Source: an optimization exercise on an open RTL-to-GDS flow (aim: small area and a short achievable clock period). Production flows keep margins and buffers that such runs may drop. Function was checked by simulation only, so behaviour that the tests miss may differ from the original. Power figures rest on the tool's default switching activity, not on a simulated workload.

--- design/flow/config.mk ---
export PLATFORM = sky130hd
export DESIGN_NAME = bmd_latency_tracker
export DESIGN_NICKNAME = bmd_latency_tracker
export VERILOG_FILES = /design/flow/design.v
export SDC_FILE = /design/flow/constraint.sdc
export NUM_CORES = 4
export LEC_CHECK = 0
export CAP_MARGIN = 20
export CORE_MARGIN = 2
export CORE_UTILIZATION = 40
export SLEW_MARGIN = 20
--- design/flow/constraint.sdc ---
create_clock -name core_clock -period 5.0 [get_ports {clk}]
set_input_delay 1.0000 -clock core_clock [delete_from_list [all_inputs] [get_ports {clk}]]
set_output_delay 1.0000 -clock core_clock [all_outputs]
set_load 0.01 [all_outputs]
--- design/flow/design.v ---
package bmd_latency_pkg;
    localparam int CNT_W_DEF = 38;
    localparam int TAG_W_DEF = 6;
    localparam int SUM_W_DEF = 56;
    localparam int NUM_W_DEF = 32;
    localparam int SAT_W = 64;
    function automatic logic [SAT_W-1:0] sat_add(
        input logic [SAT_W-1:0] a,
        input logic [SAT_W-1:0] b,
        input int               w
    );
        logic [SAT_W:0] one;
        logic [SAT_W:0] lim;
        logic [SAT_W:0] s;
        one    = '0;
        one[0] = 1'b1;
        lim    = (one << w) - one;
        s      = {1'b0, a} + {1'b0, b};
        if (s > lim) begin
            s = lim;
        end
        sat_add = s[SAT_W-1:0];
    endfunction
    function automatic int bits_for(input int v);
        int n;
        n = 0;
        for (int i = 0; i < 31; i++) begin
            if ((1 << i) <= v) begin
                n = i + 1;
            end
        end
        bits_for = n;
    endfunction
endpackage
module bmd_latency_sdp_ram #(
    parameter int ADDR_W = 6,
    parameter int DATA_W = 38
) (
    input  logic              clk,
    input  logic              we,
    input  logic [ADDR_W-1:0] waddr,
    input  logic [DATA_W-1:0] wdata,
    input  logic [ADDR_W-1:0] raddr,
    output logic [DATA_W-1:0] rdata
);
    localparam int DEPTH = 1 << ADDR_W;
    logic [DATA_W-1:0] mem_q [DEPTH];
    logic [DEPTH-1:0]  wsel;
    logic [DEPTH-1:0]  rsel;
    always_comb begin
        for (int i = 0; i < DEPTH; i++) begin
            wsel[i] = we & (waddr == ADDR_W'(i));
            rsel[i] = (raddr == ADDR_W'(i));
        end
    end
    always_ff @(posedge clk) begin
        for (int i = 0; i < DEPTH; i++) begin
            mem_q[i] <= (wdata & {DATA_W{wsel[i]}}) | (mem_q[i] & {DATA_W{~wsel[i]}});
        end
    end
    always_comb begin
        rdata = '0;
        for (int i = 0; i < DEPTH; i++) begin
            rdata = rdata | (mem_q[i] & {DATA_W{rsel[i]}});
        end
    end
endmodule
module bmd_latency_tracker
#(
    parameter int CNT_W         = bmd_latency_pkg::CNT_W_DEF,
    parameter int TAG_W         = bmd_latency_pkg::TAG_W_DEF,
    parameter int SUM_W         = bmd_latency_pkg::SUM_W_DEF,
    parameter int NUM_W         = bmd_latency_pkg::NUM_W_DEF,
    parameter int SAMPLE_TARGET = 300000
) (
    input  logic             clk,
    input  logic             rst,
    input  logic [CNT_W-1:0] lat_cnt,
    input  logic             stats_clr,
    input  logic             stamp_vld,
    input  logic [TAG_W-1:0] stamp_tag,
    input  logic             cpl_vld,
    input  logic [TAG_W-1:0] cpl_tag,
    output logic             lat_vld,
    output logic [CNT_W-1:0] lat_data,
    output logic [CNT_W-1:0] lat_min,
    output logic [CNT_W-1:0] lat_max,
    output logic [SUM_W-1:0] lat_sum,
    output logic [NUM_W-1:0] lat_num,
    output logic             done,
    output logic             err_dup,
    output logic             err_orphan,
    output logic [TAG_W:0]   outstanding
);
    localparam int DEPTH = 1 << TAG_W;
    localparam int NUM_E = (SAMPLE_TARGET > 0 &&
                            bmd_latency_pkg::bits_for(SAMPLE_TARGET) < NUM_W)
                           ? bmd_latency_pkg::bits_for(SAMPLE_TARGET) : NUM_W;
    logic             clr_now;
    logic [DEPTH-1:0] valid_q;
    logic [TAG_W:0]   outstanding_q;
    logic             err_dup_q, err_orphan_q;
    logic             w_en_r;
    logic [TAG_W-1:0] w_tag_r;
    logic [CNT_W-1:0] cnt_r;
    logic [TAG_W-1:0] c_tag_r;
    logic             p1_vld_q;
    logic [CNT_W-1:0] rd_q;
    logic [CNT_W-1:0] p2_cnt_q;
    logic             p2_vld_q;
    logic [CNT_W-1:0] ram_rdata;
    logic             lat_vld_q;
    logic [CNT_W-1:0] lat_data_q;
    logic [CNT_W-1:0] lat_min_q;
    logic [CNT_W-1:0] lat_max_q;
    logic [SUM_W-1:0] lat_sum_q;
    logic [NUM_E-1:0] lat_num_q;
    logic             done_q;
    assign clr_now = rst | stats_clr;
    bmd_latency_sdp_ram #(
        .ADDR_W (TAG_W),
        .DATA_W (CNT_W)
    ) u_ram (
        .clk   (clk),
        .we    (w_en_r),
        .waddr (w_tag_r),
        .wdata (cnt_r),
        .raddr (c_tag_r),
        .rdata (ram_rdata)
    );
    logic             vc, vs, tag_eq;
    logic [DEPTH-1:0] cdec, sdec;
    logic             cpl_hit, stamp_inc;
    logic [TAG_W:0]   out_inc, out_dec;
    always_comb begin
        logic carry, borrow;
        carry  = 1'b1;
        borrow = 1'b1;
        for (int i = 0; i <= TAG_W; i++) begin
            out_inc[i] = outstanding_q[i] ^ carry;
            out_dec[i] = outstanding_q[i] ^ borrow;
            carry      = carry & outstanding_q[i];
            borrow     = borrow & ~outstanding_q[i];
        end
    end
    always_comb begin
        for (int i = 0; i < DEPTH; i++) begin
            cdec[i] = (cpl_tag == TAG_W'(i));
            sdec[i] = (stamp_tag == TAG_W'(i));
        end
        vc        = |(valid_q & cdec);
        vs        = |(valid_q & sdec);
        tag_eq    = (stamp_tag == cpl_tag);
        cpl_hit   = cpl_vld & vc & ~clr_now;
        stamp_inc = stamp_vld & (~vs | (cpl_vld & tag_eq));
    end
    always_ff @(posedge clk) begin
        if (clr_now) begin
            valid_q       <= '0;
            outstanding_q <= '0;
            err_dup_q     <= 1'b0;
            err_orphan_q  <= 1'b0;
        end else begin
            for (int i = 0; i < DEPTH; i++) begin
                if (stamp_vld && sdec[i]) begin
                    valid_q[i] <= 1'b1;
                end else if (cpl_vld && cdec[i]) begin
                    valid_q[i] <= 1'b0;
                end
            end
            if (stamp_inc && !cpl_hit) begin
                outstanding_q <= out_inc;
            end else if (!stamp_inc && cpl_hit) begin
                outstanding_q <= out_dec;
            end
            if (cpl_vld && !vc) begin
                err_orphan_q <= 1'b1;
            end
            if (stamp_vld && vs && !(cpl_vld && tag_eq)) begin
                err_dup_q <= 1'b1;
            end
        end
    end
    always_ff @(posedge clk) begin
        w_en_r  <= stamp_vld & ~clr_now;
        w_tag_r <= stamp_tag;
        cnt_r   <= lat_cnt;
        c_tag_r <= cpl_tag;
        rd_q    <= ram_rdata;
        p2_cnt_q <= cnt_r;
    end
    always_ff @(posedge clk) begin
        if (clr_now) begin
            p1_vld_q   <= 1'b0;
            p2_vld_q   <= 1'b0;
            lat_vld_q  <= 1'b0;
            lat_data_q <= '0;
        end else begin
            p1_vld_q  <= cpl_hit;
            p2_vld_q  <= p1_vld_q;
            lat_vld_q <= p2_vld_q;
            if (p2_vld_q) begin
                lat_data_q <= p2_cnt_q - rd_q;
            end
        end
    end
    logic [SUM_W:0] sum_ext;
    assign sum_ext = {1'b0, lat_sum_q} + {{(SUM_W+1-CNT_W){1'b0}}, lat_data_q};
    always_ff @(posedge clk) begin
        if (clr_now) begin
            lat_min_q <= '1;
            lat_max_q <= '0;
            lat_sum_q <= '0;
            lat_num_q <= '0;
            done_q    <= 1'b0;
        end else if (lat_vld_q && !done_q) begin
            if (NUM_E == NUM_W) begin
                if (lat_num_q != '1) lat_num_q <= lat_num_q + 1'b1;
            end else begin
                lat_num_q <= lat_num_q + 1'b1;
            end
            lat_sum_q <= sum_ext[SUM_W] ? {SUM_W{1'b1}} : sum_ext[SUM_W-1:0];
            if (lat_data_q < lat_min_q) begin
                lat_min_q <= lat_data_q;
            end
            if (lat_data_q > lat_max_q) begin
                lat_max_q <= lat_data_q;
            end
            done_q <= (SAMPLE_TARGET != 0) && (lat_num_q == NUM_E'(SAMPLE_TARGET - 1));
        end
    end
    assign lat_vld     = lat_vld_q;
    assign lat_data    = lat_data_q;
    assign lat_min     = lat_min_q;
    assign lat_max     = lat_max_q;
    assign lat_sum     = lat_sum_q;
    assign lat_num     = NUM_W'(lat_num_q);
    assign done        = done_q;
    assign err_dup     = err_dup_q;
    assign err_orphan  = err_orphan_q;
    assign outstanding = outstanding_q;
endmodule
--- design/flow/run.sh ---
#!/bin/bash
# synth_recipe.tcl (not shown) runs the flow's synth.tcl, then flattens the netlist and writes it again
# the make line also repeats each setting of config.mk as NAME=value (left out here)
make -C /OpenROAD-flow-scripts/flow DESIGN_CONFIG=/design/flow/config.mk WORK_HOME=/design/flow/orfs CLKGATE_MAP_FILE= SYNTH_SCRIPT=/design/flow/synth_recipe.tcl finish
==> metrics.csv <==
stage,metric,value,unit
cells_and_area,final_common_cell,edfxtp_1,
clock_network,post-cts-setup-buffers,0,
placed_design,dp_hpwl,263000,microns
setup_path,critPathLaunchType,input port,
grt,grt-busiest-layer,met2,
setup_path,worstPathBufferInverterCount,4,
cells_and_area,final_nets,7276,
cells_and_area,final_cell_mix,"edfxtp_1, a221oi_1, a22o_1, dfxtp_1, clkbuf_16",
clock_network,clock-sinks,2825,
floorplanning,die_area,0.269,sq mm
detailed_routing,vias,74300,
setup_path,critPathArrivalTime,5.04,ns
power_and_ir_drop,pwr_density_cell,396,mW/mm^2
detailed_routing,routedWlPerCell,42.2,microns
synth,synthArstFlopShare,0,
grt,grt-ovfl-total,0,
power_and_ir_drop,seqPwrFrac,0.522,
timing,fin_setup_tns,0,ns
cells_and_area,layout-drive-gt1-share,0.136,
detailed_routing,via_per_inst,6.87,
timing,rsz0062_at_grt,no,
synth,synthMuxAreaShare,0.00256,
grt,grt_start_max_net_pins,159,
clock_network,hold_buffers,0,
floorplanning,initial_utilization,0.403,
clock_network,clock_path_buffers,4,
synth,synth-simple-area-share,0.0475,
timing,slew_viol_final,0,
synth,synth_flop_cell,edfxtp_1,
timing,fin_ws,0.804,ns
timing,fin_worst_skew,0.0644,ns
floorplanning,fp-row-count,188,
grt,grt_pass1_wl,602000,microns
synth,avgSynthCellArea,16.3,sq um
setup_path,cp-end-kind,flip-flop,
power_and_ir_drop,power_switching,10.9,mW
job,cap_violations,0,
cells_and_area,syn_to_final_growth,18.9,%
placed_design,place_ws,-0.100,ns
hold_path,hp-start,p1_vld_q$_SDFF_PP0_,
setup_path,critical-path-top-delay-family,simple AND/OR/NAND/NOR gates,
floorplanning,core,0.263,sq mm
clock_network,ctsResizeCount,0,
clock_network,cts_buffers,305,
power_and_ir_drop,pwr-share-comb,0.038,
power_and_ir_drop,peakVddDrop,0.380,mV
setup_path,r2r_end,lat_sum_q[10]$_SDFFE_PP0P_,
synth,yosysWarningCount,3,
detailed_routing,drc,0,
timing,setup_viol,0,
floorplanning,io_pins,268,
run_status,outcome,no timing/DRC/antenna violations,
power_and_ir_drop,p_int,39.0,mW
cells_and_area,instances_no_fill,10800,
power_and_ir_drop,clockPowerShare,0.440,
placed_design,routabilityCongestion,0.918,
grt,grt_use_total,0.328,
setup_path,slowest_delay,0.48,ns
synth,ys_seq_area_frac,0.763,
power_and_ir_drop,leakagePower,41.3,nW
placed_design,place_inst,10300,
setup_path,path_class,input port to flip-flop,
setup_path,crit_fanout,7,
timing,relSlewSlack,0.145,
synth,synth_compound_area_frac,0.142,
grt,grt_pass1_vias,67100,
synth,synth-seq-cells,2825,
clock_network,clock_latency,0.97,ns
clock_network,root_buffer,clkbuf_16,
placed_design,port_buffers,254,
detailed_routing,drt-pass1-iter-count,9,
power_and_ir_drop,swShare,0.218,
setup_path,r2r_cells,13,
synth,synth_xor_area_frac,0.00727,
setup_path,required,5.85,ns
grt,grt_use_met1,0.434,
floorplanning,fp.dieH,519,microns
synth,synth_top_family_by_area,compound AO/OA/AOI/OAI gates,
synth,ys_types,84,
setup_path,setup.worst_path.start,stamp_tag[0],
timing,worst_slew_pin_slew,1.28,ns
timing,fin_crit_sh,0.839,
grt,met2_usage,0.487,
detailed_routing,drtAntennaViolNets,0,
floorplanning,die_w,519,microns
grt,antenna_found_initial,34,
synth,synth-edff-count,2432,
timing,fmax,238,MHz
setup_path,path_cells,"clkdlybuf4s50_1, buf_4, buf_4, nor4_1, buf_4, a22o_1, a221oi_1, a31oi_1, a31oi_1, a22o_1, a21oi_1, nor2b_1, ha_1, or4_1, nand2b_1, nor3_1, a31oi_1, or3_1, a21oi_1",
detailed_routing,drt_iter0_drc,15000,
timing,hold_violations,0,
synth,synth_area,0.106,sq mm
detailed_routing,wl,456000,microns
setup_path,regToRegStartpoint,lat_data_q[0]$_SDFFE_PP0P_,
clock_network,clkTransAtPathRegs,0.06,ns
clock_network,cts_tree,built,
timing,fin_crit,4.20,ns
hold_path,worstHoldPathCells,1,
clock_network,h-tree-depth,5,
setup_path,r2r_slack,0.94,ns
cells_and_area,final_util,0.479,
synth,synth_fa_ha_area_frac,0.0183,
synth,syn_inst,6508,
hold_path,hold_class,flip-flop to flip-flop,
grt,grt_util_met3,0.108,
setup_path,cp_slowest_cell,clkdlybuf4s50_1,
hold_path,hold-path-endpoint,p2_vld_q$_SDFF_PP0_,
power_and_ir_drop,total_power,49.9,mW
-- cells by family after synthesis --
group,count (synthesis)
xor gates and xnor gates,88
DFF,2825
and+or+nand+nor,1024
adders and majority gates,154
buffers and inverters,520
other,1
AOI/OAI and AO/OA,1869
muxes,27
-- synthesized netlist by cell type, drive strengths merged (4+ instances only) --
cell       n  area, sq um
nand3     89          450
o211ai    46          350
buf       58          287
or4       40          304
a22o     595         5210
nand4    187         1170
nor3b     11         82.6
a21oi    146          731
inv      138          518
a211o      5         43.8
nor2     279         1050
xnor2     42          368
nand3b     8         60.1
o31ai      9         67.6
clkbuf   323         1210
or3       16          100
nor2b     21          131
nand2b    23          144
and4       4         35.0
o22ai      6         37.5
a211oi    25          198
nand2    254          953
nor3      49          250
o211a      4         40.0
a22oi     67          503
ha       152         1900
and3      14         87.6
mux2i     26          260
a21o      70          527
or2        6         37.5
a32o      64          641
o21bai    13         97.6
edfxtp  2432        73000
o21ai    137          686
a221oi   601         5260
and2       4         26.3
a31oi     26          163
o21a      22          165
xor2      46          403
dfxtp    393         7870
nor4      10         77.6
-- power groups by stage --
stage	registers (mW)	clock network (mW)	logic, mW
3_3_place_gp	26.5	0	1.77
6_report	26.0	22.0	1.87
5_1_grt	26.0	22.8	1.94
3_5_place_dp	26.5	0	1.79
2_1_floorplan	26.4	0	0.915
4_1_cts	26.0	22.0	1.79
-- worst max path at each step --
stage	to	slack [ns]	depth (start not counted)
after floorplan	outstanding_q[6]$_SDFFE_PP0P_	0.59	17
after global placement	outstanding_q[6]$_SDFFE_PP0P_	-0.21	19
after detailed placement	outstanding_q[6]$_SDFFE_PP0P_	-0.1	19
after CTS	outstanding_q[6]$_SDFFE_PP0P_	0.85	19
after global routing	outstanding_q[6]$_SDFFE_PP0P_	0.55	19
final	outstanding_q[6]$_SDFFE_PP0P_	0.80	19
-- routing by layer --
layer / wire length (microns) / up-vias
met5: 229 / -
met4: 27400 / 23
met3: 72200 / 1486
met2: 196000 / 7297
met1: 161000 / 37600
li1: - / 27900
-- layout make-up --
cell class	instances	area (sq um)
clock buffer	421	8570
timing repair buffer	621	6460
inverter	139	522
tap	3515	4400
multi-input combinational	3175	24100
fill	22300	137000
sequential	2825	81000
antenna	13	32.5
clock inverter	111	926
-- per-stage QoR --
step,hold slack [ns],area (sq um)
global placement,0.449,116000
global route,0.475,126000
finish,0.476,126000
detailed placement,0.441,116000
CTS,0.453,126000
floorplan,0.406,106000

[what the ideal ports hide]
The flow's constraints put no driver on any port. The routed layout listed below was extracted and timed again, unchanged, in two steps. Step 1 assumes that a clkbuf_16 drives the clock port and a buf_2 every other input. Step 2 also shifts input and output timing later by t, the mid clock arrival at the registers, as if the neighbouring blocks saw the same clock. Three values: no drivers, after step 1, after step 2; two values: the first two.
shift t [ns]: 1.030
setup slack, ns: 0.804 / 0.867 / -0.163
worst setup path at the end: input to register
worst data-port slew with drivers (ns): 0.13
pins driven straight from the clock port: 1
With both steps, setup timing fails in this run, where it was met with ideal ports. The setup slack of this run moves by +0.063 ns with the drivers and by -0.967 ns with both steps.
